Context: an optimization exercise on an open-source flow, tuned for small area, a short achievable clock period and few clock cycles. The choices shown serve that exercise and are no tape-out recipe.
Only simulation tests tie the RTL to the original design; equivalence was not proved.
Power is estimated from default activity; no workload was simulated.

**standard.sh**
```bash
#!/bin/bash
# synth_recipe.tcl (not shown) runs the flow's synth.tcl, then flattens the netlist and writes it again
# the make line also repeats each setting of config.mk as NAME=value (left out here)
make -C /OpenROAD-flow-scripts/flow DESIGN_CONFIG=/design/flow/config.mk WORK_HOME=/design/flow/orfs CLKGATE_MAP_FILE= SYNTH_SCRIPT=/design/flow/synth_recipe.tcl "${@:-finish}"
```
**design.v**
```verilog
package rbm_pkg;
   localparam int ACC_W      = 32;
   localparam int ACC_FRAC   = 23;
   localparam int PROD_SHIFT = 7;
   typedef logic signed [15:0]      q1_15_t;
   typedef logic signed [ACC_W-1:0] q7_23_t;
   typedef logic signed [31:0]      q2_30_t;
   localparam q7_23_t SAT_MAX = 32'sh7FFF_FFFF;
   localparam q7_23_t SAT_MIN = 32'sh8000_0000;
   typedef logic [2:0] state_t;
   localparam state_t S_IDLE   = 3'd0;
   localparam state_t S_CLEAR  = 3'd1;
   localparam state_t S_LOAD_V = 3'd2;
   localparam state_t S_SWEEP  = 3'd3;
   localparam state_t S_DRAIN  = 3'd4;
   localparam state_t S_DONE   = 3'd5;
   typedef struct packed {
      q7_23_t sum;
      logic   sat;
   } sat_res_t;
   function automatic sat_res_t sat_add(input q7_23_t a, input q7_23_t b);
      logic signed [ACC_W:0] s;
      logic                  ov;
      s     = {a[ACC_W-1], a} + {b[ACC_W-1], b};
      ov    = (s[ACC_W] != s[ACC_W-1]);
      if (!ov) sat_add = {s[ACC_W-1:0], 1'b0};
      else     sat_add = {(s[ACC_W] ? SAT_MIN : SAT_MAX), 1'b1};
   endfunction
endpackage
module acc_mac_pipe (
   input  logic [15:0] v,
   input  logic [7:0]  one,
   input  logic [7:0]  two,
   input  logic [7:0]  neg,
   output logic [24:0] s_hi,
   output logic [24:0] c_hi,
   output logic        cin
);
   wire pp0_0 = ((one[0] & v[0]) | (two[0] & 1'b0)) ^ neg[0];
   wire pp0_1 = ((one[0] & v[1]) | (two[0] & v[0])) ^ neg[0];
   wire pp0_2 = ((one[0] & v[2]) | (two[0] & v[1])) ^ neg[0];
   wire pp0_3 = ((one[0] & v[3]) | (two[0] & v[2])) ^ neg[0];
   wire pp0_4 = ((one[0] & v[4]) | (two[0] & v[3])) ^ neg[0];
   wire pp0_5 = ((one[0] & v[5]) | (two[0] & v[4])) ^ neg[0];
   wire pp0_6 = ((one[0] & v[6]) | (two[0] & v[5])) ^ neg[0];
   wire pp0_7 = ((one[0] & v[7]) | (two[0] & v[6])) ^ neg[0];
   wire pp0_8 = ((one[0] & v[8]) | (two[0] & v[7])) ^ neg[0];
   wire pp0_9 = ((one[0] & v[9]) | (two[0] & v[8])) ^ neg[0];
   wire pp0_10 = ((one[0] & v[10]) | (two[0] & v[9])) ^ neg[0];
   wire pp0_11 = ((one[0] & v[11]) | (two[0] & v[10])) ^ neg[0];
   wire pp0_12 = ((one[0] & v[12]) | (two[0] & v[11])) ^ neg[0];
   wire pp0_13 = ((one[0] & v[13]) | (two[0] & v[12])) ^ neg[0];
   wire pp0_14 = ((one[0] & v[14]) | (two[0] & v[13])) ^ neg[0];
   wire pp0_15 = ((one[0] & v[15]) | (two[0] & v[14])) ^ neg[0];
   wire pp0_16 = ((one[0] & v[15]) | (two[0] & v[15])) ^ neg[0];
   wire nsg0 = ~pp0_16;
   wire pp1_0 = ((one[1] & v[0]) | (two[1] & 1'b0)) ^ neg[1];
   wire pp1_1 = ((one[1] & v[1]) | (two[1] & v[0])) ^ neg[1];
   wire pp1_2 = ((one[1] & v[2]) | (two[1] & v[1])) ^ neg[1];
   wire pp1_3 = ((one[1] & v[3]) | (two[1] & v[2])) ^ neg[1];
   wire pp1_4 = ((one[1] & v[4]) | (two[1] & v[3])) ^ neg[1];
   wire pp1_5 = ((one[1] & v[5]) | (two[1] & v[4])) ^ neg[1];
   wire pp1_6 = ((one[1] & v[6]) | (two[1] & v[5])) ^ neg[1];
   wire pp1_7 = ((one[1] & v[7]) | (two[1] & v[6])) ^ neg[1];
   wire pp1_8 = ((one[1] & v[8]) | (two[1] & v[7])) ^ neg[1];
   wire pp1_9 = ((one[1] & v[9]) | (two[1] & v[8])) ^ neg[1];
   wire pp1_10 = ((one[1] & v[10]) | (two[1] & v[9])) ^ neg[1];
   wire pp1_11 = ((one[1] & v[11]) | (two[1] & v[10])) ^ neg[1];
   wire pp1_12 = ((one[1] & v[12]) | (two[1] & v[11])) ^ neg[1];
   wire pp1_13 = ((one[1] & v[13]) | (two[1] & v[12])) ^ neg[1];
   wire pp1_14 = ((one[1] & v[14]) | (two[1] & v[13])) ^ neg[1];
   wire pp1_15 = ((one[1] & v[15]) | (two[1] & v[14])) ^ neg[1];
   wire pp1_16 = ((one[1] & v[15]) | (two[1] & v[15])) ^ neg[1];
   wire nsg1 = ~pp1_16;
   wire pp2_0 = ((one[2] & v[0]) | (two[2] & 1'b0)) ^ neg[2];
   wire pp2_1 = ((one[2] & v[1]) | (two[2] & v[0])) ^ neg[2];
   wire pp2_2 = ((one[2] & v[2]) | (two[2] & v[1])) ^ neg[2];
   wire pp2_3 = ((one[2] & v[3]) | (two[2] & v[2])) ^ neg[2];
   wire pp2_4 = ((one[2] & v[4]) | (two[2] & v[3])) ^ neg[2];
   wire pp2_5 = ((one[2] & v[5]) | (two[2] & v[4])) ^ neg[2];
   wire pp2_6 = ((one[2] & v[6]) | (two[2] & v[5])) ^ neg[2];
   wire pp2_7 = ((one[2] & v[7]) | (two[2] & v[6])) ^ neg[2];
   wire pp2_8 = ((one[2] & v[8]) | (two[2] & v[7])) ^ neg[2];
   wire pp2_9 = ((one[2] & v[9]) | (two[2] & v[8])) ^ neg[2];
   wire pp2_10 = ((one[2] & v[10]) | (two[2] & v[9])) ^ neg[2];
   wire pp2_11 = ((one[2] & v[11]) | (two[2] & v[10])) ^ neg[2];
   wire pp2_12 = ((one[2] & v[12]) | (two[2] & v[11])) ^ neg[2];
   wire pp2_13 = ((one[2] & v[13]) | (two[2] & v[12])) ^ neg[2];
   wire pp2_14 = ((one[2] & v[14]) | (two[2] & v[13])) ^ neg[2];
   wire pp2_15 = ((one[2] & v[15]) | (two[2] & v[14])) ^ neg[2];
   wire pp2_16 = ((one[2] & v[15]) | (two[2] & v[15])) ^ neg[2];
   wire nsg2 = ~pp2_16;
   wire pp3_0 = ((one[3] & v[0]) | (two[3] & 1'b0)) ^ neg[3];
   wire pp3_1 = ((one[3] & v[1]) | (two[3] & v[0])) ^ neg[3];
   wire pp3_2 = ((one[3] & v[2]) | (two[3] & v[1])) ^ neg[3];
   wire pp3_3 = ((one[3] & v[3]) | (two[3] & v[2])) ^ neg[3];
   wire pp3_4 = ((one[3] & v[4]) | (two[3] & v[3])) ^ neg[3];
   wire pp3_5 = ((one[3] & v[5]) | (two[3] & v[4])) ^ neg[3];
   wire pp3_6 = ((one[3] & v[6]) | (two[3] & v[5])) ^ neg[3];
   wire pp3_7 = ((one[3] & v[7]) | (two[3] & v[6])) ^ neg[3];
   wire pp3_8 = ((one[3] & v[8]) | (two[3] & v[7])) ^ neg[3];
   wire pp3_9 = ((one[3] & v[9]) | (two[3] & v[8])) ^ neg[3];
   wire pp3_10 = ((one[3] & v[10]) | (two[3] & v[9])) ^ neg[3];
   wire pp3_11 = ((one[3] & v[11]) | (two[3] & v[10])) ^ neg[3];
   wire pp3_12 = ((one[3] & v[12]) | (two[3] & v[11])) ^ neg[3];
   wire pp3_13 = ((one[3] & v[13]) | (two[3] & v[12])) ^ neg[3];
   wire pp3_14 = ((one[3] & v[14]) | (two[3] & v[13])) ^ neg[3];
   wire pp3_15 = ((one[3] & v[15]) | (two[3] & v[14])) ^ neg[3];
   wire pp3_16 = ((one[3] & v[15]) | (two[3] & v[15])) ^ neg[3];
   wire nsg3 = ~pp3_16;
   wire pp4_0 = ((one[4] & v[0]) | (two[4] & 1'b0)) ^ neg[4];
   wire pp4_1 = ((one[4] & v[1]) | (two[4] & v[0])) ^ neg[4];
   wire pp4_2 = ((one[4] & v[2]) | (two[4] & v[1])) ^ neg[4];
   wire pp4_3 = ((one[4] & v[3]) | (two[4] & v[2])) ^ neg[4];
   wire pp4_4 = ((one[4] & v[4]) | (two[4] & v[3])) ^ neg[4];
   wire pp4_5 = ((one[4] & v[5]) | (two[4] & v[4])) ^ neg[4];
   wire pp4_6 = ((one[4] & v[6]) | (two[4] & v[5])) ^ neg[4];
   wire pp4_7 = ((one[4] & v[7]) | (two[4] & v[6])) ^ neg[4];
   wire pp4_8 = ((one[4] & v[8]) | (two[4] & v[7])) ^ neg[4];
   wire pp4_9 = ((one[4] & v[9]) | (two[4] & v[8])) ^ neg[4];
   wire pp4_10 = ((one[4] & v[10]) | (two[4] & v[9])) ^ neg[4];
   wire pp4_11 = ((one[4] & v[11]) | (two[4] & v[10])) ^ neg[4];
   wire pp4_12 = ((one[4] & v[12]) | (two[4] & v[11])) ^ neg[4];
   wire pp4_13 = ((one[4] & v[13]) | (two[4] & v[12])) ^ neg[4];
   wire pp4_14 = ((one[4] & v[14]) | (two[4] & v[13])) ^ neg[4];
   wire pp4_15 = ((one[4] & v[15]) | (two[4] & v[14])) ^ neg[4];
   wire pp4_16 = ((one[4] & v[15]) | (two[4] & v[15])) ^ neg[4];
   wire nsg4 = ~pp4_16;
   wire pp5_0 = ((one[5] & v[0]) | (two[5] & 1'b0)) ^ neg[5];
   wire pp5_1 = ((one[5] & v[1]) | (two[5] & v[0])) ^ neg[5];
   wire pp5_2 = ((one[5] & v[2]) | (two[5] & v[1])) ^ neg[5];
   wire pp5_3 = ((one[5] & v[3]) | (two[5] & v[2])) ^ neg[5];
   wire pp5_4 = ((one[5] & v[4]) | (two[5] & v[3])) ^ neg[5];
   wire pp5_5 = ((one[5] & v[5]) | (two[5] & v[4])) ^ neg[5];
   wire pp5_6 = ((one[5] & v[6]) | (two[5] & v[5])) ^ neg[5];
   wire pp5_7 = ((one[5] & v[7]) | (two[5] & v[6])) ^ neg[5];
   wire pp5_8 = ((one[5] & v[8]) | (two[5] & v[7])) ^ neg[5];
   wire pp5_9 = ((one[5] & v[9]) | (two[5] & v[8])) ^ neg[5];
   wire pp5_10 = ((one[5] & v[10]) | (two[5] & v[9])) ^ neg[5];
   wire pp5_11 = ((one[5] & v[11]) | (two[5] & v[10])) ^ neg[5];
   wire pp5_12 = ((one[5] & v[12]) | (two[5] & v[11])) ^ neg[5];
   wire pp5_13 = ((one[5] & v[13]) | (two[5] & v[12])) ^ neg[5];
   wire pp5_14 = ((one[5] & v[14]) | (two[5] & v[13])) ^ neg[5];
   wire pp5_15 = ((one[5] & v[15]) | (two[5] & v[14])) ^ neg[5];
   wire pp5_16 = ((one[5] & v[15]) | (two[5] & v[15])) ^ neg[5];
   wire nsg5 = ~pp5_16;
   wire pp6_0 = ((one[6] & v[0]) | (two[6] & 1'b0)) ^ neg[6];
   wire pp6_1 = ((one[6] & v[1]) | (two[6] & v[0])) ^ neg[6];
   wire pp6_2 = ((one[6] & v[2]) | (two[6] & v[1])) ^ neg[6];
   wire pp6_3 = ((one[6] & v[3]) | (two[6] & v[2])) ^ neg[6];
   wire pp6_4 = ((one[6] & v[4]) | (two[6] & v[3])) ^ neg[6];
   wire pp6_5 = ((one[6] & v[5]) | (two[6] & v[4])) ^ neg[6];
   wire pp6_6 = ((one[6] & v[6]) | (two[6] & v[5])) ^ neg[6];
   wire pp6_7 = ((one[6] & v[7]) | (two[6] & v[6])) ^ neg[6];
   wire pp6_8 = ((one[6] & v[8]) | (two[6] & v[7])) ^ neg[6];
   wire pp6_9 = ((one[6] & v[9]) | (two[6] & v[8])) ^ neg[6];
   wire pp6_10 = ((one[6] & v[10]) | (two[6] & v[9])) ^ neg[6];
   wire pp6_11 = ((one[6] & v[11]) | (two[6] & v[10])) ^ neg[6];
   wire pp6_12 = ((one[6] & v[12]) | (two[6] & v[11])) ^ neg[6];
   wire pp6_13 = ((one[6] & v[13]) | (two[6] & v[12])) ^ neg[6];
   wire pp6_14 = ((one[6] & v[14]) | (two[6] & v[13])) ^ neg[6];
   wire pp6_15 = ((one[6] & v[15]) | (two[6] & v[14])) ^ neg[6];
   wire pp6_16 = ((one[6] & v[15]) | (two[6] & v[15])) ^ neg[6];
   wire nsg6 = ~pp6_16;
   wire pp7_0 = ((one[7] & v[0]) | (two[7] & 1'b0)) ^ neg[7];
   wire pp7_1 = ((one[7] & v[1]) | (two[7] & v[0])) ^ neg[7];
   wire pp7_2 = ((one[7] & v[2]) | (two[7] & v[1])) ^ neg[7];
   wire pp7_3 = ((one[7] & v[3]) | (two[7] & v[2])) ^ neg[7];
   wire pp7_4 = ((one[7] & v[4]) | (two[7] & v[3])) ^ neg[7];
   wire pp7_5 = ((one[7] & v[5]) | (two[7] & v[4])) ^ neg[7];
   wire pp7_6 = ((one[7] & v[6]) | (two[7] & v[5])) ^ neg[7];
   wire pp7_7 = ((one[7] & v[7]) | (two[7] & v[6])) ^ neg[7];
   wire pp7_8 = ((one[7] & v[8]) | (two[7] & v[7])) ^ neg[7];
   wire pp7_9 = ((one[7] & v[9]) | (two[7] & v[8])) ^ neg[7];
   wire pp7_10 = ((one[7] & v[10]) | (two[7] & v[9])) ^ neg[7];
   wire pp7_11 = ((one[7] & v[11]) | (two[7] & v[10])) ^ neg[7];
   wire pp7_12 = ((one[7] & v[12]) | (two[7] & v[11])) ^ neg[7];
   wire pp7_13 = ((one[7] & v[13]) | (two[7] & v[12])) ^ neg[7];
   wire pp7_14 = ((one[7] & v[14]) | (two[7] & v[13])) ^ neg[7];
   wire pp7_15 = ((one[7] & v[15]) | (two[7] & v[14])) ^ neg[7];
   wire pp7_16 = ((one[7] & v[15]) | (two[7] & v[15])) ^ neg[7];
   wire nsg7 = ~pp7_16;
   wire hs1 = pp0_10 ^ pp1_8;
   wire hc1 = pp0_10 & pp1_8;
   wire hs2 = pp0_11 ^ pp1_9;
   wire hc2 = pp0_11 & pp1_9;
   wire fs3 = pp0_12 ^ pp1_10 ^ pp2_8;
   wire fc3 = (pp0_12 & pp1_10) | (pp0_12 & pp2_8) | (pp1_10 & pp2_8);
   wire hs4 = pp3_6 ^ pp4_4;
   wire hc4 = pp3_6 & pp4_4;
   wire fs5 = pp0_13 ^ pp1_11 ^ pp2_9;
   wire fc5 = (pp0_13 & pp1_11) | (pp0_13 & pp2_9) | (pp1_11 & pp2_9);
   wire hs6 = pp3_7 ^ pp4_5;
   wire hc6 = pp3_7 & pp4_5;
   wire fs7 = pp0_14 ^ pp1_12 ^ pp2_10;
   wire fc7 = (pp0_14 & pp1_12) | (pp0_14 & pp2_10) | (pp1_12 & pp2_10);
   wire fs8 = pp3_8 ^ pp4_6 ^ pp5_4;
   wire fc8 = (pp3_8 & pp4_6) | (pp3_8 & pp5_4) | (pp4_6 & pp5_4);
   wire hs9 = pp6_2 ^ pp7_0;
   wire hc9 = pp6_2 & pp7_0;
   wire fs10 = pp0_15 ^ pp1_13 ^ pp2_11;
   wire fc10 = (pp0_15 & pp1_13) | (pp0_15 & pp2_11) | (pp1_13 & pp2_11);
   wire fs11 = pp3_9 ^ pp4_7 ^ pp5_5;
   wire fc11 = (pp3_9 & pp4_7) | (pp3_9 & pp5_5) | (pp4_7 & pp5_5);
   wire hs12 = pp6_3 ^ pp7_1;
   wire hc12 = pp6_3 & pp7_1;
   wire fs13 = pp0_16 ^ pp1_14 ^ pp2_12;
   wire fc13 = (pp0_16 & pp1_14) | (pp0_16 & pp2_12) | (pp1_14 & pp2_12);
   wire fs14 = pp3_10 ^ pp4_8 ^ pp5_6;
   wire fc14 = (pp3_10 & pp4_8) | (pp3_10 & pp5_6) | (pp4_8 & pp5_6);
   wire hs15 = pp6_4 ^ pp7_2;
   wire hc15 = pp6_4 & pp7_2;
   wire fs16 = pp0_16 ^ pp1_15 ^ pp2_13;
   wire fc16 = (pp0_16 & pp1_15) | (pp0_16 & pp2_13) | (pp1_15 & pp2_13);
   wire fs17 = pp3_11 ^ pp4_9 ^ pp5_7;
   wire fc17 = (pp3_11 & pp4_9) | (pp3_11 & pp5_7) | (pp4_9 & pp5_7);
   wire hs18 = pp6_5 ^ pp7_3;
   wire hc18 = pp6_5 & pp7_3;
   wire fs19 = nsg0 ^ nsg1 ^ pp2_14;
   wire fc19 = (nsg0 & nsg1) | (nsg0 & pp2_14) | (nsg1 & pp2_14);
   wire fs20 = pp3_12 ^ pp4_10 ^ pp5_8;
   wire fc20 = (pp3_12 & pp4_10) | (pp3_12 & pp5_8) | (pp4_10 & pp5_8);
   wire hs21 = pp6_6 ^ pp7_4;
   wire hc21 = pp6_6 & pp7_4;
   wire fs22 = 1'b1 ^ pp2_15 ^ pp3_13;
   wire fc22 = (1'b1 & pp2_15) | (1'b1 & pp3_13) | (pp2_15 & pp3_13);
   wire fs23 = pp4_11 ^ pp5_9 ^ pp6_7;
   wire fc23 = (pp4_11 & pp5_9) | (pp4_11 & pp6_7) | (pp5_9 & pp6_7);
   wire fs24 = nsg2 ^ pp3_14 ^ pp4_12;
   wire fc24 = (nsg2 & pp3_14) | (nsg2 & pp4_12) | (pp3_14 & pp4_12);
   wire hs25 = 1'b1 ^ pp3_15;
   wire hc25 = 1'b1 & pp3_15;
   wire hs26 = pp0_6 ^ pp1_4;
   wire hc26 = pp0_6 & pp1_4;
   wire hs27 = pp0_7 ^ pp1_5;
   wire hc27 = pp0_7 & pp1_5;
   wire fs28 = pp0_8 ^ pp1_6 ^ pp2_4;
   wire fc28 = (pp0_8 & pp1_6) | (pp0_8 & pp2_4) | (pp1_6 & pp2_4);
   wire hs29 = pp3_2 ^ pp4_0;
   wire hc29 = pp3_2 & pp4_0;
   wire fs30 = pp0_9 ^ pp1_7 ^ pp2_5;
   wire fc30 = (pp0_9 & pp1_7) | (pp0_9 & pp2_5) | (pp1_7 & pp2_5);
   wire hs31 = pp3_3 ^ pp4_1;
   wire hc31 = pp3_3 & pp4_1;
   wire fs32 = hs1 ^ pp2_6 ^ pp3_4;
   wire fc32 = (hs1 & pp2_6) | (hs1 & pp3_4) | (pp2_6 & pp3_4);
   wire fs33 = pp4_2 ^ pp5_0 ^ neg[5];
   wire fc33 = (pp4_2 & pp5_0) | (pp4_2 & neg[5]) | (pp5_0 & neg[5]);
   wire fs34 = hc1 ^ hs2 ^ pp2_7;
   wire fc34 = (hc1 & hs2) | (hc1 & pp2_7) | (hs2 & pp2_7);
   wire fs35 = pp3_5 ^ pp4_3 ^ pp5_1;
   wire fc35 = (pp3_5 & pp4_3) | (pp3_5 & pp5_1) | (pp4_3 & pp5_1);
   wire fs36 = hc2 ^ fs3 ^ hs4;
   wire fc36 = (hc2 & fs3) | (hc2 & hs4) | (fs3 & hs4);
   wire fs37 = pp5_2 ^ pp6_0 ^ neg[6];
   wire fc37 = (pp5_2 & pp6_0) | (pp5_2 & neg[6]) | (pp6_0 & neg[6]);
   wire fs38 = fc3 ^ hc4 ^ fs5;
   wire fc38 = (fc3 & hc4) | (fc3 & fs5) | (hc4 & fs5);
   wire fs39 = hs6 ^ pp5_3 ^ pp6_1;
   wire fc39 = (hs6 & pp5_3) | (hs6 & pp6_1) | (pp5_3 & pp6_1);
   wire fs40 = fc5 ^ hc6 ^ fs7;
   wire fc40 = (fc5 & hc6) | (fc5 & fs7) | (hc6 & fs7);
   wire fs41 = fs8 ^ hs9 ^ neg[7];
   wire fc41 = (fs8 & hs9) | (fs8 & neg[7]) | (hs9 & neg[7]);
   wire fs42 = fc7 ^ fc8 ^ hc9;
   wire fc42 = (fc7 & fc8) | (fc7 & hc9) | (fc8 & hc9);
   wire fs43 = fs10 ^ fs11 ^ hs12;
   wire fc43 = (fs10 & fs11) | (fs10 & hs12) | (fs11 & hs12);
   wire fs44 = fc10 ^ fc11 ^ hc12;
   wire fc44 = (fc10 & fc11) | (fc10 & hc12) | (fc11 & hc12);
   wire fs45 = fs13 ^ fs14 ^ hs15;
   wire fc45 = (fs13 & fs14) | (fs13 & hs15) | (fs14 & hs15);
   wire fs46 = fc13 ^ fc14 ^ hc15;
   wire fc46 = (fc13 & fc14) | (fc13 & hc15) | (fc14 & hc15);
   wire fs47 = fs16 ^ fs17 ^ hs18;
   wire fc47 = (fs16 & fs17) | (fs16 & hs18) | (fs17 & hs18);
   wire fs48 = fc16 ^ fc17 ^ hc18;
   wire fc48 = (fc16 & fc17) | (fc16 & hc18) | (fc17 & hc18);
   wire fs49 = fs19 ^ fs20 ^ hs21;
   wire fc49 = (fs19 & fs20) | (fs19 & hs21) | (fs20 & hs21);
   wire fs50 = fc19 ^ fc20 ^ hc21;
   wire fc50 = (fc19 & fc20) | (fc19 & hc21) | (fc20 & hc21);
   wire fs51 = fs22 ^ fs23 ^ pp7_5;
   wire fc51 = (fs22 & fs23) | (fs22 & pp7_5) | (fs23 & pp7_5);
   wire fs52 = fc22 ^ fc23 ^ fs24;
   wire fc52 = (fc22 & fc23) | (fc22 & fs24) | (fc23 & fs24);
   wire fs53 = pp5_10 ^ pp6_8 ^ pp7_6;
   wire fc53 = (pp5_10 & pp6_8) | (pp5_10 & pp7_6) | (pp6_8 & pp7_6);
   wire fs54 = fc24 ^ hs25 ^ pp4_13;
   wire fc54 = (fc24 & hs25) | (fc24 & pp4_13) | (hs25 & pp4_13);
   wire fs55 = pp5_11 ^ pp6_9 ^ pp7_7;
   wire fc55 = (pp5_11 & pp6_9) | (pp5_11 & pp7_7) | (pp6_9 & pp7_7);
   wire fs56 = hc25 ^ nsg3 ^ pp4_14;
   wire fc56 = (hc25 & nsg3) | (hc25 & pp4_14) | (nsg3 & pp4_14);
   wire fs57 = pp5_12 ^ pp6_10 ^ pp7_8;
   wire fc57 = (pp5_12 & pp6_10) | (pp5_12 & pp7_8) | (pp6_10 & pp7_8);
   wire fs58 = 1'b1 ^ pp4_15 ^ pp5_13;
   wire fc58 = (1'b1 & pp4_15) | (1'b1 & pp5_13) | (pp4_15 & pp5_13);
   wire hs59 = pp6_11 ^ pp7_9;
   wire hc59 = pp6_11 & pp7_9;
   wire fs60 = nsg4 ^ pp5_14 ^ pp6_12;
   wire fc60 = (nsg4 & pp5_14) | (nsg4 & pp6_12) | (pp5_14 & pp6_12);
   wire hs61 = 1'b1 ^ pp5_15;
   wire hc61 = 1'b1 & pp5_15;
   wire hs62 = pp0_4 ^ pp1_2;
   wire hc62 = pp0_4 & pp1_2;
   wire hs63 = pp0_5 ^ pp1_3;
   wire hc63 = pp0_5 & pp1_3;
   wire fs64 = hs26 ^ pp2_2 ^ pp3_0;
   wire fc64 = (hs26 & pp2_2) | (hs26 & pp3_0) | (pp2_2 & pp3_0);
   wire fs65 = hc26 ^ hs27 ^ pp2_3;
   wire fc65 = (hc26 & hs27) | (hc26 & pp2_3) | (hs27 & pp2_3);
   wire fs66 = hc27 ^ fs28 ^ hs29;
   wire fc66 = (hc27 & fs28) | (hc27 & hs29) | (fs28 & hs29);
   wire fs67 = fc28 ^ hc29 ^ fs30;
   wire fc67 = (fc28 & hc29) | (fc28 & fs30) | (hc29 & fs30);
   wire fs68 = fc30 ^ hc31 ^ fs32;
   wire fc68 = (fc30 & hc31) | (fc30 & fs32) | (hc31 & fs32);
   wire fs69 = fc32 ^ fc33 ^ fs34;
   wire fc69 = (fc32 & fc33) | (fc32 & fs34) | (fc33 & fs34);
   wire fs70 = fc34 ^ fc35 ^ fs36;
   wire fc70 = (fc34 & fc35) | (fc34 & fs36) | (fc35 & fs36);
   wire fs71 = fc36 ^ fc37 ^ fs38;
   wire fc71 = (fc36 & fc37) | (fc36 & fs38) | (fc37 & fs38);
   wire fs72 = fc38 ^ fc39 ^ fs40;
   wire fc72 = (fc38 & fc39) | (fc38 & fs40) | (fc39 & fs40);
   wire fs73 = fc40 ^ fc41 ^ fs42;
   wire fc73 = (fc40 & fc41) | (fc40 & fs42) | (fc41 & fs42);
   wire fs74 = fc42 ^ fc43 ^ fs44;
   wire fc74 = (fc42 & fc43) | (fc42 & fs44) | (fc43 & fs44);
   wire fs75 = fc44 ^ fc45 ^ fs46;
   wire fc75 = (fc44 & fc45) | (fc44 & fs46) | (fc45 & fs46);
   wire fs76 = fc46 ^ fc47 ^ fs48;
   wire fc76 = (fc46 & fc47) | (fc46 & fs48) | (fc47 & fs48);
   wire fs77 = fc48 ^ fc49 ^ fs50;
   wire fc77 = (fc48 & fc49) | (fc48 & fs50) | (fc49 & fs50);
   wire fs78 = fc50 ^ fc51 ^ fs52;
   wire fc78 = (fc50 & fc51) | (fc50 & fs52) | (fc51 & fs52);
   wire fs79 = fc52 ^ fc53 ^ fs54;
   wire fc79 = (fc52 & fc53) | (fc52 & fs54) | (fc53 & fs54);
   wire fs80 = fc54 ^ fc55 ^ fs56;
   wire fc80 = (fc54 & fc55) | (fc54 & fs56) | (fc55 & fs56);
   wire fs81 = fc56 ^ fc57 ^ fs58;
   wire fc81 = (fc56 & fc57) | (fc56 & fs58) | (fc57 & fs58);
   wire fs82 = fc58 ^ hc59 ^ fs60;
   wire fc82 = (fc58 & hc59) | (fc58 & fs60) | (hc59 & fs60);
   wire fs83 = fc60 ^ hs61 ^ pp6_13;
   wire fc83 = (fc60 & hs61) | (fc60 & pp6_13) | (hs61 & pp6_13);
   wire fs84 = hc61 ^ nsg5 ^ pp6_14;
   wire fc84 = (hc61 & nsg5) | (hc61 & pp6_14) | (nsg5 & pp6_14);
   wire hs85 = 1'b1 ^ pp6_15;
   wire hc85 = 1'b1 & pp6_15;
   wire hs86 = pp0_2 ^ pp1_0;
   wire hc86 = pp0_2 & pp1_0;
   wire hs87 = pp0_3 ^ pp1_1;
   wire hc87 = pp0_3 & pp1_1;
   wire fs88 = hs62 ^ pp2_0 ^ neg[2];
   wire fc88 = (hs62 & pp2_0) | (hs62 & neg[2]) | (pp2_0 & neg[2]);
   wire fs89 = hc62 ^ hs63 ^ pp2_1;
   wire fc89 = (hc62 & hs63) | (hc62 & pp2_1) | (hs63 & pp2_1);
   wire fs90 = hc63 ^ fs64 ^ neg[3];
   wire fc90 = (hc63 & fs64) | (hc63 & neg[3]) | (fs64 & neg[3]);
   wire fs91 = fc64 ^ fs65 ^ pp3_1;
   wire fc91 = (fc64 & fs65) | (fc64 & pp3_1) | (fs65 & pp3_1);
   wire fs92 = fc65 ^ fs66 ^ neg[4];
   wire fc92 = (fc65 & fs66) | (fc65 & neg[4]) | (fs66 & neg[4]);
   wire fs93 = fc66 ^ fs67 ^ hs31;
   wire fc93 = (fc66 & fs67) | (fc66 & hs31) | (fs67 & hs31);
   wire fs94 = fc67 ^ fs68 ^ fs33;
   wire fc94 = (fc67 & fs68) | (fc67 & fs33) | (fs68 & fs33);
   wire fs95 = fc68 ^ fs69 ^ fs35;
   wire fc95 = (fc68 & fs69) | (fc68 & fs35) | (fs69 & fs35);
   wire fs96 = fc69 ^ fs70 ^ fs37;
   wire fc96 = (fc69 & fs70) | (fc69 & fs37) | (fs70 & fs37);
   wire fs97 = fc70 ^ fs71 ^ fs39;
   wire fc97 = (fc70 & fs71) | (fc70 & fs39) | (fs71 & fs39);
   wire fs98 = fc71 ^ fs72 ^ fs41;
   wire fc98 = (fc71 & fs72) | (fc71 & fs41) | (fs72 & fs41);
   wire fs99 = fc72 ^ fs73 ^ fs43;
   wire fc99 = (fc72 & fs73) | (fc72 & fs43) | (fs73 & fs43);
   wire fs100 = fc73 ^ fs74 ^ fs45;
   wire fc100 = (fc73 & fs74) | (fc73 & fs45) | (fs74 & fs45);
   wire fs101 = fc74 ^ fs75 ^ fs47;
   wire fc101 = (fc74 & fs75) | (fc74 & fs47) | (fs75 & fs47);
   wire fs102 = fc75 ^ fs76 ^ fs49;
   wire fc102 = (fc75 & fs76) | (fc75 & fs49) | (fs76 & fs49);
   wire fs103 = fc76 ^ fs77 ^ fs51;
   wire fc103 = (fc76 & fs77) | (fc76 & fs51) | (fs77 & fs51);
   wire fs104 = fc77 ^ fs78 ^ fs53;
   wire fc104 = (fc77 & fs78) | (fc77 & fs53) | (fs78 & fs53);
   wire fs105 = fc78 ^ fs79 ^ fs55;
   wire fc105 = (fc78 & fs79) | (fc78 & fs55) | (fs79 & fs55);
   wire fs106 = fc79 ^ fs80 ^ fs57;
   wire fc106 = (fc79 & fs80) | (fc79 & fs57) | (fs80 & fs57);
   wire fs107 = fc80 ^ fs81 ^ hs59;
   wire fc107 = (fc80 & fs81) | (fc80 & hs59) | (fs81 & hs59);
   wire fs108 = fc81 ^ fs82 ^ pp7_10;
   wire fc108 = (fc81 & fs82) | (fc81 & pp7_10) | (fs82 & pp7_10);
   wire fs109 = fc82 ^ fs83 ^ pp7_11;
   wire fc109 = (fc82 & fs83) | (fc82 & pp7_11) | (fs83 & pp7_11);
   wire fs110 = fc83 ^ fs84 ^ pp7_12;
   wire fc110 = (fc83 & fs84) | (fc83 & pp7_12) | (fs84 & pp7_12);
   wire fs111 = fc84 ^ hs85 ^ pp7_13;
   wire fc111 = (fc84 & hs85) | (fc84 & pp7_13) | (hs85 & pp7_13);
   wire fs112 = hc85 ^ nsg6 ^ pp7_14;
   wire fc112 = (hc85 & nsg6) | (hc85 & pp7_14) | (nsg6 & pp7_14);
   wire hs113 = 1'b1 ^ pp7_15;
   wire hc113 = 1'b1 & pp7_15;
   wire [31:0] rs = {1'b1, hc113, fc112, fc111, fc110, fc109, fc108, fc107, fc106, fc105, fc104, fc103, fc102, fc101, fc100, fc99, fc98, fc97, fc96, fc95, fc94, fc93, fc92, fc91, fc90, fc89, fc88, hc87, hc86, hs86, pp0_1, pp0_0};
   wire [31:0] rc = {1'b0, nsg7, hs113, fs112, fs111, fs110, fs109, fs108, fs107, fs106, fs105, fs104, fs103, fs102, fs101, fs100, fs99, fs98, fs97, fs96, fs95, fs94, fs93, fs92, fs91, fs90, fs89, fs88, hs87, neg[1], 1'b0, neg[0]};
   wire [7:0]  low = {1'b0, rs[6:0]} + {1'b0, rc[6:0]};
   assign s_hi = rs[31:7];
   assign c_hi = rc[31:7];
   assign cin  = low[7];
endmodule
module cd_stat_accum
#(
   parameter int I_TILE = 64,
   parameter int H_TILE = 64,
   parameter int AW     = $clog2(I_TILE * H_TILE)
) (
   input  logic          clk,
   input  logic          rst,
   input  logic          clear,
   input  logic          v_valid,
   output logic          v_ready,
   input  logic [15:0]   v_data,
   input  logic          v_phase,
   input  logic          h_valid,
   output logic          h_ready,
   input  logic [15:0]   h_data,
   input  logic          h_last,
   output logic [AW-1:0] acc_rd_addr,
   output logic          acc_rd_bank,
   input  logic [31:0]   acc_rd_data,
   output logic [AW-1:0] acc_wr_addr,
   output logic [31:0]   acc_wr_data,
   output logic [1:0]    acc_wr_we,
   output logic          busy,
   output logic          done,
   output logic          sat_flag
);
   localparam logic [1:0] C_IDLE  = 2'd0;
   localparam logic [1:0] C_BATCH = 2'd1;
   localparam logic [1:0] C_CLEAR = 2'd2;
   logic [1:0]    cmd_q;
   logic [5:0]    c_q;         
   logic [5:0]    j_q;         
   logic [5:0]    vi_q;        
   logic          load_q;      
   logic          fused_q;     
   logic          row_q;       
   logic          ld_q;        
   logic          drain_q;     
   logic [7:0]    one_q, two_q, neg_q;    
   logic          hq_v, hq_last;
   logic          phase_q;
   logic [1023:0] ring;
   logic          vrdy_q, hrdy_q, busy_q, done_q, sat_q;
   logic          v1, v2, ph1, ph2, l1, l2, l3;
   logic [24:0]   s1, c1;
   logic          cin1;
   logic [24:0]   inc_q;
   logic [31:0]   rd_q;
   logic [31:0]   wd_q;
   logic [1:0]    we_q;
   logic [AW-1:0] wa_q;
   assign v_ready     = vrdy_q;
   assign h_ready     = hrdy_q;
   assign busy        = busy_q;
   assign done        = done_q;
   assign sat_flag    = sat_q;
   assign acc_rd_addr = {j_q, c_q};
   assign acc_rd_bank = phase_q;
   assign acc_wr_addr = wa_q;
   assign acc_wr_data = wd_q;
   assign acc_wr_we   = we_q;
   logic       v_acc, h_acc;
   logic       idle, batch, clr;
   logic       fuse_now, op0, rowdone, last_op, ends_load;
   logic [5:0] c_inc, j_inc, vi_inc;
   assign v_acc = v_valid & vrdy_q;
   assign h_acc = h_valid & hrdy_q;
   assign idle  = (cmd_q == C_IDLE);
   assign batch = (cmd_q == C_BATCH);
   assign clr   = (cmd_q == C_CLEAR);
   assign c_inc  = c_q + 6'd1;
   assign j_inc  = j_q + 6'd1;
   assign vi_inc = vi_q + 6'd1;
   assign fuse_now = (vi_q == 6'd1) ? hq_v : fused_q;
   assign op0      = batch & (row_q | (ld_q & fuse_now));
   assign ends_load = ld_q & fused_q & ~load_q & (vi_q == 6'd0);
   assign rowdone  = batch & (c_q == 6'd63) & (row_q | ends_load);
   assign last_op  = batch & row_q & (c_q == 6'd63) & hq_last;
   logic       load_n, drain_n, fused_n, hq_v_n, row_n, rdy_n, cons_n, cons_nv;
   logic [5:0] j_n;
   always_comb begin
      j_n     = j_q;
      load_n  = load_q;
      drain_n = drain_q;
      fused_n = fused_q;
      if (batch) begin
         if (ld_q & (vi_q == 6'd1)) fused_n = hq_v;
         if (rowdone) begin
            j_n = j_inc;
            if (row_q & (j_q == 6'd63)) begin
               if (hq_last) drain_n = 1'b1;
               else         load_n  = 1'b1;
            end
         end
         if (done_q) begin
            drain_n = 1'b0;
            j_n     = 6'd0;
            load_n  = 1'b1;
         end
      end
   end
   assign hq_v_n = hq_v & ~rowdone;
   assign row_n  = batch & ~done_q & ~load_n & ~drain_n;
   assign rdy_n  = idle ? ~clear :
                   clr  ? done_q :
                   (done_q | (~drain_q & ((c_q + 6'd2) == vi_q) &
                              (load_q | (row_q & (j_q == 6'd63) & ~hq_last & (c_q == 6'd62)))));
   assign cons_n  = batch & (c_q == 6'd62) & row_q;
   assign cons_nv = batch & (c_q == 6'd62) & (vi_q == 6'd63) & fused_q;
   always_ff @(posedge clk) begin
      if (rst) begin
         cmd_q   <= C_IDLE;
         c_q     <= 6'd63;
         j_q     <= '0;
         vi_q    <= '0;
         load_q  <= 1'b1;
         fused_q <= 1'b0;
         row_q   <= 1'b0;
         ld_q    <= 1'b0;
         drain_q <= 1'b0;
         hq_v    <= 1'b0;
         hq_last <= 1'b0;
         phase_q <= 1'b0;
         vrdy_q  <= 1'b0;
         hrdy_q  <= 1'b0;
         busy_q  <= 1'b0;
         done_q  <= 1'b0;
         sat_q   <= 1'b0;
      end else begin
         if (idle) begin
            if (clear)      cmd_q <= C_CLEAR;
            else if (v_acc) cmd_q <= C_BATCH;
         end else if (done_q) begin
            cmd_q <= C_IDLE;
         end
         busy_q <= idle ? (clear | v_acc) : ~done_q;
         if (idle | done_q) c_q <= v_acc ? 6'd0 : 6'd63;
         else               c_q <= c_inc;
         j_q     <= j_n;
         drain_q <= drain_n;
         fused_q <= fused_n;
         ld_q    <= v_acc;
         if (v_acc) begin
            vi_q   <= vi_inc;
            load_q <= (vi_q != 6'd63);
         end else begin
            vi_q   <= (batch & done_q) ? 6'd0 : vi_q;
            load_q <= load_n;
         end
         if (v_acc & (vi_q == 6'd0)) phase_q <= v_phase;
         if (h_acc) begin
            hq_v    <= 1'b1;
            hq_last <= h_last;
         end else begin
            hq_v    <= hq_v_n;
         end
         if (c_q == 6'd63) row_q <= row_n & (h_acc | hq_v_n);
         else if (batch & done_q) row_q <= 1'b0;
         vrdy_q <= v_acc ? (vi_q != 6'd63) : rdy_n;
         if (idle)
            hrdy_q <= ~clear & ~h_acc & ~hq_v;
         else if (batch & ~done_q & ~drain_n)
            hrdy_q <= h_acc ? (cons_n | (v_acc & cons_nv))
                            : (~hq_v_n | cons_n | (v_acc & cons_nv));
         else
            hrdy_q <= done_q & ~hq_v;
         done_q <= l3 | (clr & we_q[0] & (wa_q == {AW{1'b1}}));
         if (idle & clear)  sat_q <= 1'b0;
         else if (v2 & ovf) sat_q <= 1'b1;
      end
   end
   logic [16:0] hx;
   logic [7:0]  one_d, two_d, neg_d;
   assign hx = {h_data, 1'b0};
   always_comb begin
      for (int k = 0; k < 8; k++) begin
         neg_d[k] = hx[2*k+2];
         one_d[k] = hx[2*k+1] ^ hx[2*k];
         two_d[k] = (hx[2*k+2] & ~hx[2*k+1] & ~hx[2*k]) | (~hx[2*k+2] & hx[2*k+1] & hx[2*k]);
      end
   end
   always_ff @(posedge clk) begin
      if (h_acc) begin
         one_q <= one_d;
         two_q <= two_d;
         neg_q <= neg_d;
      end
      ring <= {ring[1007:0], v_acc ? v_data : ring[1023:1008]};
   end
   logic [24:0] s0, c0;
   logic        cin0;
   acc_mac_pipe u_mul (
      .v    (ring[15:0]),
      .one  (one_q),
      .two  (two_q),
      .neg  (neg_q),
      .s_hi (s0),
      .c_hi (c0),
      .cin  (cin0)
   );
   logic [31:0] inc;
   logic [32:0] sum;
   logic        ovf;
   logic [31:0] res;
   assign inc = {{7{inc_q[24]}}, inc_q};
   assign sum = {rd_q[31], rd_q} + {inc[31], inc};
   assign ovf = (sum[32] != sum[31]);
   assign res = ovf ? (sum[32] ? 32'h8000_0000 : 32'h7FFF_FFFF) : sum[31:0];
   always_ff @(posedge clk) begin
      s1    <= s0;
      c1    <= c0;
      cin1  <= cin0;
      inc_q <= s1 + c1 + {24'b0, cin1};
      rd_q  <= acc_rd_data;
      wd_q  <= clr ? 32'h0 : res;
   end
   always_ff @(posedge clk) begin
      if (rst) begin
         v1   <= 1'b0;
         v2   <= 1'b0;
         ph1  <= 1'b0;
         ph2  <= 1'b0;
         l1   <= 1'b0;
         l2   <= 1'b0;
         l3   <= 1'b0;
         we_q <= 2'b00;
         wa_q <= '0;
      end else begin
         v1   <= op0;
         ph1  <= phase_q;
         l1   <= last_op;
         v2   <= v1;
         ph2  <= ph1;
         l2   <= l1;
         l3   <= l2;
         if (clr & ~done_q) we_q <= (we_q[0] & (wa_q == {AW{1'b1}})) ? 2'b00 : 2'b11;
         else                we_q <= v2 ? (ph2 ? 2'b10 : 2'b01) : 2'b00;
         wa_q <= wa_q + {{(AW-1){1'b0}}, |we_q};
      end
   end
endmodule
```
**constraint.sdc**
```tcl
create_clock -name core_clock -period 10.0 [get_ports {clk}]
set_input_delay 2.0000 -clock core_clock [delete_from_list [all_inputs] [get_ports {clk}]]
set_output_delay 2.0000 -clock core_clock [all_outputs]
set_load 0.01 [all_outputs]
```
**config.mk**
```make
export PLATFORM = sky130hd
export DESIGN_NAME = cd_stat_accum
export DESIGN_NICKNAME = cd_stat_accum
export VERILOG_FILES = /design/flow/design.v
export SDC_FILE = /design/flow/constraint.sdc
export NUM_CORES = 4
export LEC_CHECK = 0
export CAP_MARGIN = 20
export CORE_MARGIN = 2
export CORE_UTILIZATION = 40
export CTS_BUF_LIST = sky130_fd_sc_hd__clkbuf_8 sky130_fd_sc_hd__clkbuf_16
export CTS_CLUSTER_DIAMETER = 100
export CTS_CLUSTER_SIZE = 30
export SLEW_MARGIN = 20
export SETUP_SLACK_MARGIN = 7
```
**flow/run.sh**
```bash
#!/bin/bash
# Standard layout, with the timing repair steps asked for extra setup slack.
set -e
cp standard.sh standard_sh.txt
cp config.mk config_orig.mk
echo "export SETUP_SLACK_MARGIN = 7" >> config.mk
bash standard.sh > standard.log 2>&1
```
==> results of run 1 <==
[what timing repair did]
item                                    CTS  global route
gates resized for setup                 459            82
endpoints found under the setup margin  139           145
buffers inserted                        123            21
cloned                                    4             0
pin swaps                                51            62
[layout make-up]
cell class	count	area, µm²	area share (%)
Antenna cell	3	7.507	0.01840
Clock buffer	51	1276	3.127
Clock inverter	18	249.0	0.6101
Inverter	108	409.1	1.003
Multi-Input combinational cell	1079	9403	23.04
Sequential cell	1240	25210	61.76
Tap cell	1144	1431	3.507
Timing Repair Buffer	286	2820	6.911
Timing Repair inverter	1	7.507	0.01840
[synthesized netlist by cell type (all sizes together) (18+ instances only)]
cell type,instances
a21oi,65
dfxtp,1216
nor2,73
xnor2,131
nand2,110
o21ai,77
a22oi,123
nand3,21
nand2b,22
ha,89
inv,108
clkbuf,89
a21o,24
xor2,86
nor2b,18
edfxtp,24
fa,86
[final timing paths]
check	start	cells past startpoint	to	slack (ns)
setup / recovery	one_q[2]	10	c1[13]	6.80
hold / removal	ring[274]	0	ring[290]	0.32
setup reg to reg	one_q[2]	10	c1[13]	6.80
hold reg to reg	ring[274]	0	ring[290]	0.32
[stage by stage]
step	power (W)	instance area, µm²	utilization (%)	hold WS (ns)
4_1_cts	0.01007	40300	47.11	0.3233
3_3_place_gp	0.007475	37190	43.47	0.3102
5_1_grt	0.01064	40800	47.69	0.3272
2_1_floorplan	0.006914	34960	-	0.3096
6_report	0.01005	40810	47.70	0.3242
3_5_place_dp	0.007511	37190	43.47	0.3121
[flip-flops by register name, summed over array words and instances (netlist names), 12 cells and up]
signal and count:
rd_q 32, c1 24, wa_q 12, ring 1024, wd_q 32, inc_q 25
s1 24
[kinds of logic (layout without fill, tap and decap cells)]
family                   count (synthesis)  in the layout  share of synthesized area [%]
flip-flops                            1240           1240                          72.32
AO/OA/AOI/OAI                          368            370                          7.238
AND/OR/NAND/NOR                        307            307                          4.177
XOR/XNOR                               217            217                          5.484
buffers and inverters                  204            464                          2.303
adder cells (fa/ha/maj)                178            178                          8.267
multiplexers                             7              7                         0.2130
other                                    0              3                              0
[cells in the final DEF (no fill, tap or decap), types with 21 or more instances in the layout]
master,instances
dfxtp_1,1147
xnor2_1,123
edfxtp_1,24
fa_1,61
buf_4,121
a22oi_1,87
buf_6,62
dfxtp_2,47
nand2b_1,21
buf_12,21
inv_1,96
ha_1,84
a21oi_1,62
xor2_1,81
a22oi_2,36
clkbuf_16,51
nand2_1,109
nand3_1,21
a21o_1,24
clkdlybuf4s50_1,70
o21ai_0,54
nor2_1,70
fa_2,25
dfxtp_4,22
[worst max-delay path, stage by stage (launching register included)]
cell and delay (ns):
edfxtp_1 0.46, buf_4 0.17, buf_4 0.13, o21ai_2 0.14
xor2_1 0.18, fa_1 0.47, inv_2 0.08, fa_2 0.44
fa_2 0.54, inv_2 0.04, fa_1 0.44
[power by group]
part	internal (W)	leakage, nW	switching (W)
clock network	0.000972	0.753	0.00145
logic	0.000992	5.39	0.00114
registers	0.00534	10.2	0.000151
[layer usage]
metal | up-vias | track usage (%)
met5 | - | 0
met4 | 4 | 4.008
met3 | 106 | 2.261
met2 | 326 | 22.25
met1 | 8720 | 18.99
li1 | 8717 | -
==> run summary, run 1 <==
status finished clean; met3 routed WL approximately 2600 µm; pwr dens between 200 and 250 nW/µm²; Clock Skew ~0.021 ns; Worst-Skew Late Latency ~0.63 ns; Clock Sinks between 1,000 and 1,500; initial core utilization just over 40%; area grow syn2layout 17.75%; Synth Warn # 1; worst-margin pin slew around 0.8 ns; largest net degree at the start of global routing around 50; initial antenna violation count 5; critical path fanouts, max 2; FF+latch count, synth around 1,200; Slew Limit Fails 0; sequential share of the synthesized area between 70% and 80%; Reg clk slew, reported paths ~0.1 ns; core area roughly 86,000 µm²; cell count after synthesis 2,521; Final Hold Viols 0; Via-to-Cell Ratio about 4.5; top cell type's share of synthesized area between 70% and 80%; max layer used met5; worst setup path class reg2reg; die footprint roughly 89,000 µm²; CTS Buf Count between 50 and 60; share of cells above drive strength 1 a little under a fifth; fin crit period roughly 3.2 ns; met2 wire len 28,410 µm; Hold WC Path Type reg2reg; # Max-Cap Violations 0; global route overflow 0; chip height a little under 300 µm; nets 3,013; syn_area_per_cell about 14 µm²; Hold Buf Count CTS 0; fin cells about 3,900; GRT Util Overall 13.74%; antenna viol nets, final 0; Max VDD drop roughly 0.15 mV; final cycle utilization of the critical path 31.97%; Worst Slack Setup Final 6.803 ns; ys flop type dfxtp_1; CP required between 10 and 15 ns; Cell Area, Synth approximately 35,000 µm²; Synth area leaders dfxtp_1 (70%), fa_1 (5.0%), xnor2_1 (3.3%), ha_1 (3.2%), a22oi_1 (2.7%); Port Buf Inserts ~130; crit start category flip-flop; Post-synth EDFFs 24; Final Setup Violations 0; LEAKAGE about 16 nW; clock root buffer clkbuf_16; TritonRoute pass-1 iters 5; H-tree depth 2; RSZ-0062 raised after global routing yes; Crit. End Element flip-flop; Synth area leader dfxtp_1; placed cell count 3,710; vias roughly 18,000; Filler Cell Count between 7,000 and 8,000; residual DRC count 0; Avg WL per Cell roughly 16 µm; DRT Wirelength between 60,000 and 70,000 µm; first-pass GRT wire length 98,900 µm; syn nets 2,767; setup tns final 0 ns; IO Pins about 140; Slew HR roughly 47%; async set-or-reset flop fraction in the synthesized netlist 0%; Core Rows 107; Netlist cell types between 60 and 70; Chip Width slightly below 300 µm; CTS max path bufs 3; TritonCTS clock tree done; critical path arrival 3.71 ns; Setup WS pre-CTS 6.012 ns; vias in the first global route 18,260; routed metal-1 wire length approximately 30,000 µm; Post-DP HPWL between 30,000 and 40,000 µm; Placer Congestion 0.7845; Starting DRT DRC Count 944; fmax 312.8 MHz
Testbench counts, summed over its fixed seeds: cycles 294,972.
==> inputs of run 2 (changes only) <==
--- a/design.v
+++ b/design.v
@@ -457,7 +457,7 @@
    logic          phase_q;
    logic [1023:0] ring;
    logic          vrdy_q, hrdy_q, busy_q, done_q, sat_q;
-   logic          v1, v2, ph1, ph2, l1, l2, l3;
+   logic          v1, v2, ph1, ph2, l1, l2, l3, clr2;
    logic [24:0]   s1, c1;
    logic          cin1;
    logic [24:0]   inc_q;
@@ -614,21 +614,26 @@
       .c_hi (c0),
       .cin  (cin0)
    );
-   logic [31:0] inc;
-   logic [32:0] sum;
-   logic        ovf;
+   logic [24:0] lo;
+   logic [7:0]  m_hi, hi_p, hi_m, r_hi;
+   logic        up, dn, ovf;
    logic [31:0] res;
-   assign inc = {{7{inc_q[24]}}, inc_q};
-   assign sum = {rd_q[31], rd_q} + {inc[31], inc};
-   assign ovf = (sum[32] != sum[31]);
-   assign res = ovf ? (sum[32] ? 32'h8000_0000 : 32'h7FFF_FFFF) : sum[31:0];
+   assign lo   = {1'b0, rd_q[23:0]} + {1'b0, inc_q[23:0]};
+   assign m_hi = rd_q[31:24];
+   assign hi_p = m_hi + 8'd1;
+   assign hi_m = m_hi - 8'd1;
+   assign up   = lo[24] & ~inc_q[24];
+   assign dn   = ~lo[24] & inc_q[24];
+   assign r_hi = up ? hi_p : (dn ? hi_m : m_hi);
+   assign ovf  = (up & (m_hi == 8'h7F)) | (dn & (m_hi == 8'h80));
+   assign res  = ovf ? {m_hi[7], {31{~m_hi[7]}}} : {r_hi, lo[23:0]};
    always_ff @(posedge clk) begin
       s1    <= s0;
       c1    <= c0;
       cin1  <= cin0;
-      inc_q <= s1 + c1 + {24'b0, cin1};
-      rd_q  <= acc_rd_data;
-      wd_q  <= clr ? 32'h0 : res;
+      inc_q <= clr ? 25'd0 : (s1 + c1 + {24'b0, cin1});
+      rd_q  <= clr ? 32'd0 : acc_rd_data;
+      wd_q  <= res;
    end
    always_ff @(posedge clk) begin
       if (rst) begin
@@ -641,6 +646,7 @@
          l3   <= 1'b0;
          we_q <= 2'b00;
          wa_q <= '0;
+         clr2 <= 1'b0;
       end else begin
          v1   <= op0;
          ph1  <= phase_q;
@@ -649,7 +655,8 @@
          ph2  <= ph1;
          l2   <= l1;
          l3   <= l2;
-         if (clr & ~done_q) we_q <= (we_q[0] & (wa_q == {AW{1'b1}})) ? 2'b00 : 2'b11;
+         clr2 <= clr & ~done_q;
+         if (clr & ~done_q) we_q <= (we_q[0] & (wa_q == {AW{1'b1}})) ? 2'b00 : {2{clr2}};
          else                we_q <= v2 ? (ph2 ? 2'b10 : 2'b01) : 2'b00;
          wa_q <= wa_q + {{(AW-1){1'b0}}, |we_q};
       end
--- a/config.mk
+++ b/config.mk
@@ -7,7 +7,7 @@
 export LEC_CHECK = 0
 export CAP_MARGIN = 20
 export CORE_MARGIN = 2
-export CORE_UTILIZATION = 40
+export CORE_UTILIZATION = 55
 export CTS_BUF_LIST = sky130_fd_sc_hd__clkbuf_8 sky130_fd_sc_hd__clkbuf_16
 export CTS_CLUSTER_DIAMETER = 100
 export CTS_CLUSTER_SIZE = 30
==> run summary, run 2 <==
status finished clean; Final Setup Violations 0 (unchanged); critical path's top delay family flip-flops; fin cells 3,676 (-6.5%); GRT Util Overall 18.03% (+4.3 points); chip height 255.7 µm (-14%); vias in the first global route 18,241 (-0.10%); worst setup path class reg2out; Largest Register ring; Starting DRT DRC Count 1,043 (+10%); crit start category flip-flop; first-pass GRT wire length 95,670 µm (-3.3%); share of cells above drive strength 1 16.93% (-1.3 points); Placer Congestion 0.8589 (+9.5%); Cell Area, Synth 34,860 µm² (+0.57%); DRT Wirelength 59,860 µm (-3.1%); initial antenna violation count 6 (+1); worst path bufs/invs 1 (-3); die footprint 65,400 µm² (-27%); Post-synth EDFFs 24 (unchanged); Synth area leaders dfxtp_1 (70%), fa_1 (4.9%), xnor2_1 (3.0%), ha_1 (3.0%), a22oi_1 (2.6%); Port Buf Inserts 134 (unchanged); Worst Slack Setup Final 6.829 ns (+0.02582 ns); placed cell count 3,470 (-6.5%); syn_area_per_cell 13.51 µm² (-1.7%); vias 17,998 (+0.70%); async set-or-reset flop fraction in the synthesized netlist 0% (unchanged); Via-to-Cell Ratio 4.896 (+7.7%); Netlist cell types 66 (-2.9%); Synth area leader dfxtp_1; TritonCTS clock tree done; critical path arrival 1.17 ns (-2.54 ns); nets 3,058 (+1.5%); CTS Buf Count 48 (-5.9%); Worst-Skew Late Latency 0.64 ns (about the same); commonest non-fill, non-tap cell in the layout dfxtp_1; largest registers ring (1024), rd_q (32), wd_q (32); sequential share of the synthesized area 71.96% (-0.35 points); syn nets 2,820 (+1.9%); fmax 315.3 MHz (+0.81%); largest net degree at the start of global routing 52 (+2.0%); Final Hold Viols 0 (unchanged); TritonRoute pass-1 iters 5 (unchanged); critical path depth 1 (-9); FF+latch count, synth 1,241 (+0.081%); IO Pins 135 (unchanged); number of flip-flops in the largest register 1,024 (unchanged); Slew Limit Fails 0 (unchanged); Worst path slowest cell dfxtp_2; fin crit period 3.171 ns (-0.02582 ns); Slew HR 53.36% (+6.8 points); final cycle utilization of the critical path 31.71% (-0.26 points); Setup WS pre-CTS 5.818 ns (-0.1944 ns); residual DRC count 0 (unchanged); global route overflow 0 (unchanged); Synth top cells by count dfxtp_1 (1,217), a22oi_1 (122), xnor2_1 (119); Reg clk slew, reported paths 0.11 ns (about the same); # Max-Cap Violations 0 (unchanged); cell count after synthesis 2,580 (+2.3%); ys flop type dfxtp_1; Worst path max stage delay 0.43 ns (-0.11 ns); Hold WC Path Type reg2reg; clock root buffer clkbuf_16; LEAKAGE 16.29 nW (about the same); Chip Width 255.7 µm (-14%); Max VDD drop 0.1816 mV (+24%); CTS max path bufs 3 (unchanged); worst hold stages 0 (unchanged); area grow syn2layout 15.66%; CP Cell Sequence buf_6; worst hold slack 0.3231 ns (-0.001042 ns); setup tns final 0 ns (unchanged); Core Rows 92 (-14%); most frequent cells in the layout dfxtp_1 (1,149), buf_4 (128), xnor2_1 (108); Avg WL per Cell 16.28 µm (+3.6%); core area 62,850 µm² (-27%); worst r2r path cells 10 (unchanged); Finished Core Util 64.14% (+16 points); Synth Warn # 1 (unchanged); Crit. End Element output pin; RSZ-0062 raised after global routing yes; Clock Skew 0.03839 ns (+0.01723 ns); critical path fanouts, max 4 (+2); H-tree depth 2 (unchanged); Hold Buf Count CTS 0 (unchanged); Post-DP HPWL 36,950 µm (-4.2%); top cell type's share of synthesized area 69.90% (-0.34 points); count leader, synth dfxtp_1; worst-margin pin slew 0.6942 ns (-0.1060 ns); Clock Sinks 1,241 (+0.081%); initial core utilization 55.46% (+15 points); antenna viol nets, final 0 (unchanged); CP required 8.00 ns (-2.51 ns); pwr dens 241.9 nW/µm² (-1.8%)
==> run 2: cell types whose count changed after synthesis, moves of 11 or more <==
cell and delta:
nand2_1 -11, o21ai_0 +21, nor2_1 +18, xnor2_1 -12, o21ai_2 -11, and2_1 +39
clkbuf_1 +12
==> run 2: repair_timing <==
action / in CTS / in global routing
pin swaps: 34 / 54
setup endpoints to repair: 168 / 159
resized for setup: 437 / 83
buffers inserted: 118 / 23
gates cloned: 0 / 3
==> run 2: path summary, 6_finish.rpt <==
kind | endpoint | startpoint | slack [ns]
setup / recovery | v_ready | vrdy_q | 6.83
hold / removal | ring[897] | ring[881] | 0.32
setup reg to reg | c1[13] | two_q[3] | 6.83
hold reg to reg | ring[897] | ring[881] | 0.32
==> run 2: cell families (layout without fill, tap and decap cells) <==
kind of cell	after synthesis	after routing	share of synthesized area, %
xor gates and xnor gates	211	211	5.302
adders and majority gates	172	172	8.005
other	0	1	0
buffers and inverters	212	459	2.308
AOI/OAI and AO/OA	368	369	6.989
muxes	5	5	0.1472
and+or+nand+nor	371	372	5.284
DFF	1241	1241	71.96
==> run 2: routing by layer <==
layer  vias to the layer above  wire length (µm)  GRT usage (%)
met4                         8              1460          5.279
met1                      8685             29000          25.27
li1                       8869                 -              -
met5                         -               112         0.8041
met2                       339             26470          28.92
met3                        97              2822          2.991
==> run 2: final cells by class <==
cell class	instances	area, µm²
repair inverters	1	7.507
fillers	4811	22540
flip-flops and latches	1241	25220
clock inverters	12	150.1
clock buffers	49	1226
diodes	1	2.502
repair buffers	289	2808
multi-input cells	1129	9433
well taps	846	1059
inverters	108	409.1
==> run 2: through the flow <==
stage / area (µm²) / power, W
final: 40310 / 0.009752
after global routing: 40310 / 0.01029
after CTS: 39790 / 0.009756
after detailed placement: 37070 / 0.007389
after global placement: 37030 / 0.007349
after floorplan: 35150 / 0.006844
==> run 2: report_power, final <==
group | internal, W | switching (W)
clock network | 0.000934 | 0.00140
logic | 0.000898 | 0.00103
registers | 0.00534 | 0.000153
Testbench counts of run 2, summed over its fixed seeds: cycles 294,972.
==> inputs of run 3 (changes only) <==
--- a/config.mk
+++ b/config.mk
@@ -7,7 +7,7 @@
 export LEC_CHECK = 0
 export CAP_MARGIN = 20
 export CORE_MARGIN = 2
-export CORE_UTILIZATION = 55
+export CORE_UTILIZATION = 40
 export CTS_BUF_LIST = sky130_fd_sc_hd__clkbuf_8 sky130_fd_sc_hd__clkbuf_16
 export CTS_CLUSTER_DIAMETER = 100
 export CTS_CLUSTER_SIZE = 30
==> run summary, run 3 <==
Synth area leaders dfxtp_1 (70%), fa_1 (4.9%), xnor2_1 (3.0%), ha_1 (3.0%), a22oi_1 (2.6%); Reg2Reg Setup Slack 6.88 ns (+0.05 ns); TritonRoute pass-1 iters 5 (unchanged); syn nets 2,820 (unchanged); Slew HR 46.80% (-6.6 points); crit start category flip-flop; area grow syn2layout 16.25%; vias 18,097 (+0.55%); Largest Register ring; sequential share of the synthesized area 71.96% (unchanged); worst setup path class reg2reg; first-pass GRT wire length 97,860 µm (+2.3%); status finished clean; RSZ-0062 raised after global routing yes; number of flip-flops in the largest register 1,024 (unchanged); nets 3,026 (-1.0%); critical path arrival 3.69 ns (+2.52 ns); Max VDD drop 0.1611 mV (-11%); H-tree depth 2 (unchanged); async set-or-reset flop fraction in the synthesized netlist 0% (unchanged); GRT Util Overall 13.31% (-4.7 points); pwr dens 242.7 nW/µm² (+0.34%); IO Pins 135 (unchanged); critical path fanouts, max 5 (+1); largest net degree at the start of global routing 52 (unchanged); Final Hold Viols 0 (unchanged); most frequent cells in the layout dfxtp_1 (1,148), xnor2_1 (111), buf_4 (99); residual DRC count 0 (unchanged); CTS Buf Count 50 (+4.2%); Chip Width 299.2 µm (+17%); r2r startpoint one_q[2]; # Max-Cap Violations 0 (unchanged); setup tns final 0 ns (unchanged); fin crit period 3.120 ns (-0.05067 ns); Placer Congestion 0.8223 (-4.3%); Starting DRT DRC Count 880 (-16%); worst r2r dst c1[6]; Via-to-Cell Ratio 4.576 (-6.5%); Design Power 0.009835 W (+0.86%); Crit. End Element flip-flop; die footprint 89,520 µm² (+37%); Post-DP HPWL 38,270 µm (+3.6%); clock root buffer clkbuf_16; Setup crit end c1[6]; Reg clk slew, reported paths 0.11 ns (about the same); Hold Buf Count CTS 0 (unchanged); fin cells 3,955 (+7.6%); Post-synth EDFFs 24 (unchanged); ys flop type dfxtp_1; LEAKAGE 16.16 nW (-0.82%); CTS max path bufs 3 (unchanged); FF+latch count, synth 1,241 (unchanged); top cell type's share of synthesized area 69.90% (unchanged); Synth top cells by count dfxtp_1 (1,217), a22oi_1 (122), xnor2_1 (119); Hold WC Path Type reg2reg; count leader, synth dfxtp_1; DRT Wirelength 60,070 µm (+0.35%); Worst-Skew Late Latency 0.63 ns (about the same); CP required 10.57 ns (+2.57 ns); Synth Warn # 1 (unchanged); cell count after synthesis 2,580 (unchanged); Netlist cell types 66 (unchanged); initial core utilization 40.24% (-15 points); diode count 0 (-1); Clock Skew 0.02189 ns (-0.01650 ns); worst-margin pin slew 0.7919 ns (+0.09764 ns); worst r2r path cells 9 (-1); Core Rows 108 (+17%); vias in the first global route 18,817 (+3.2%); Final Setup Violations 0 (unchanged); Slew Limit Fails 0 (unchanged); fmax 320.5 MHz (+1.6%); share of cells above drive strength 1 15.93% (-1.0 points); final cycle utilization of the critical path 31.20% (-0.51 points); Clock Sinks 1,241 (unchanged); global route overflow 0 (unchanged); initial antenna violation count 6 (unchanged); largest registers ring (1024), rd_q (32), wd_q (32); Cell Area, Synth 34,860 µm² (unchanged); Avg WL per Cell 15.19 µm (-6.7%); core area 86,620 µm² (+38%); chip height 299.2 µm (+17%); Port Buf Inserts 134 (unchanged); antenna viol nets, final 0 (unchanged); HP Start ring[963]; Synth area leader dfxtp_1; worst setup path start one_q[2]; syn_area_per_cell 13.51 µm² (unchanged); TritonCTS clock tree done; commonest non-fill, non-tap cell in the layout dfxtp_1; placed cell count 3,774 (+8.8%)
-- run 3: cell count changes in the layout (fill, tap and decap cells not counted), sizes merged --
cell,change
and2,-1
buf,-32
clkbuf,+1
clkinv,+3
clkinvlp,-1
diode,-1
inv,+1
-- run 3: final cells by class --
class / count / area [µm²]
flip-flops and latches: 1241 / 25230
inverters: 108 / 409.1
repair buffers: 257 / 2536
clock inverters: 16 / 221.5
fillers: 7626 / 46100
clock buffers: 50 / 1251
multi-input cells: 1128 / 9429
well taps: 1155 / 1445
-- run 3: worst max-delay path, cell delays in order (launching register included) --
cell and delay [ns]:
edfxtp_1 0.46, buf_12 0.17, a22oi_2 0.18, xnor2_2 0.16
fa_2 0.47, fa_1 0.51, inv_2 0.05, fa_1 0.48
inv_2 0.04, fa_2 0.52
-- run 3: cell families after synthesis --
kind of cell / share of synthesized area [%]
DFF: 71.96
and+or+nand+nor: 5.284
AOI/OAI and AO/OA: 6.989
buffers and inverters: 2.308
xor gates and xnor gates: 5.302
adders and majority gates: 8.005
muxes: 0.1472
-- run 3: how the worst min path moves through the flow --
stage / endpoint / cells after the start
2_1_floorplan: ring[1000] / 0
3_3_place_gp: ring[848] / 0
3_5_place_dp: ring[255] / 0
4_1_cts: ring[946] / 0
5_1_grt: ring[946] / 0
6_report: ring[979] / 0
-- run 3: where the power goes --
part           total [W]  switching, W  internal (W)
clock network    0.00240       0.00143      0.000967
registers        0.00549      0.000152       0.00534
logic            0.00195       0.00106      0.000892
total            0.00984       0.00264       0.00720
-- run 3: per-layer routing --
| layer | share of wire (%) | GRT usage, % | vias to the layer above |
|---|---|---|---|
| met4 | 2.5 | 3.929 | 8 |
| met3 | 4.4 | 2.276 | 108 |
| li1 | - | - | 8803 |
| met2 | 46 | 21.75 | 365 |
| met1 | 47 | 18.16 | 8813 |
| met5 | 0.080 | 0 | - |
-- run 3: metrics by stage --
| stage | hold slack, ns | area [µm²] | setup WS [ns] | util [%] |
|---|---|---|---|---|
| final | 0.3209 | 40520 | 6.880 | 46.78 |
| after global routing | 0.3222 | 40520 | 6.772 | 46.78 |
| after CTS | 0.3186 | 40180 | 6.840 | 46.39 |
| after detailed placement | 0.3121 | 37400 | 5.825 | 43.18 |
| after global placement | 0.3096 | 37390 | 5.797 | 43.16 |
| after floorplan | 0.3096 | 35150 | 6.961 | - |
-- run 3: timing repair --
| action | in CTS | in global routing |
|---|---|---|
| gates cloned | 2 | 0 |
| pin swaps | 36 | 59 |
| resized for setup | 452 | 72 |
| setup endpoints to repair | 165 | 163 |
| buffers inserted | 102 | 11 |

port drivers added, routing unchanged:
The results above use ideal ports. As a check the final layouts listed here were re-extracted and re-timed, cells and wires unchanged. Step 1, drivers: a clkbuf_16 drives clk and a buf_2 each remaining input, both assumed. Step 2 moves the port delays by t, midway between the first and last clock arrival at a register: inputs arrive t later, outputs are due t later. That takes back most of the time a late clock gives input paths. a / b / c = ideal / step 1 / step 2; a / b = the first two.
run	shift t [ns]	setup slack, ns	latest minus earliest clock arrival (ns)	worst register clock-pin slew, ns
run 1	0.680	6.803 / 6.803 / 6.452	0.025 / 0.025	0.11 / 0.11
run 2	0.688	6.829 / 6.765 / 6.288	0.039 / 0.040	0.12 / 0.12
run 3	0.683	6.880 / 6.826 / 6.332	0.027 / 0.027	0.11 / 0.11
After both steps every run listed still meets setup and hold. For run 3, which loses most, drivers alone change the setup slack by -0.054 ns; drivers and shift together by -0.548 ns.
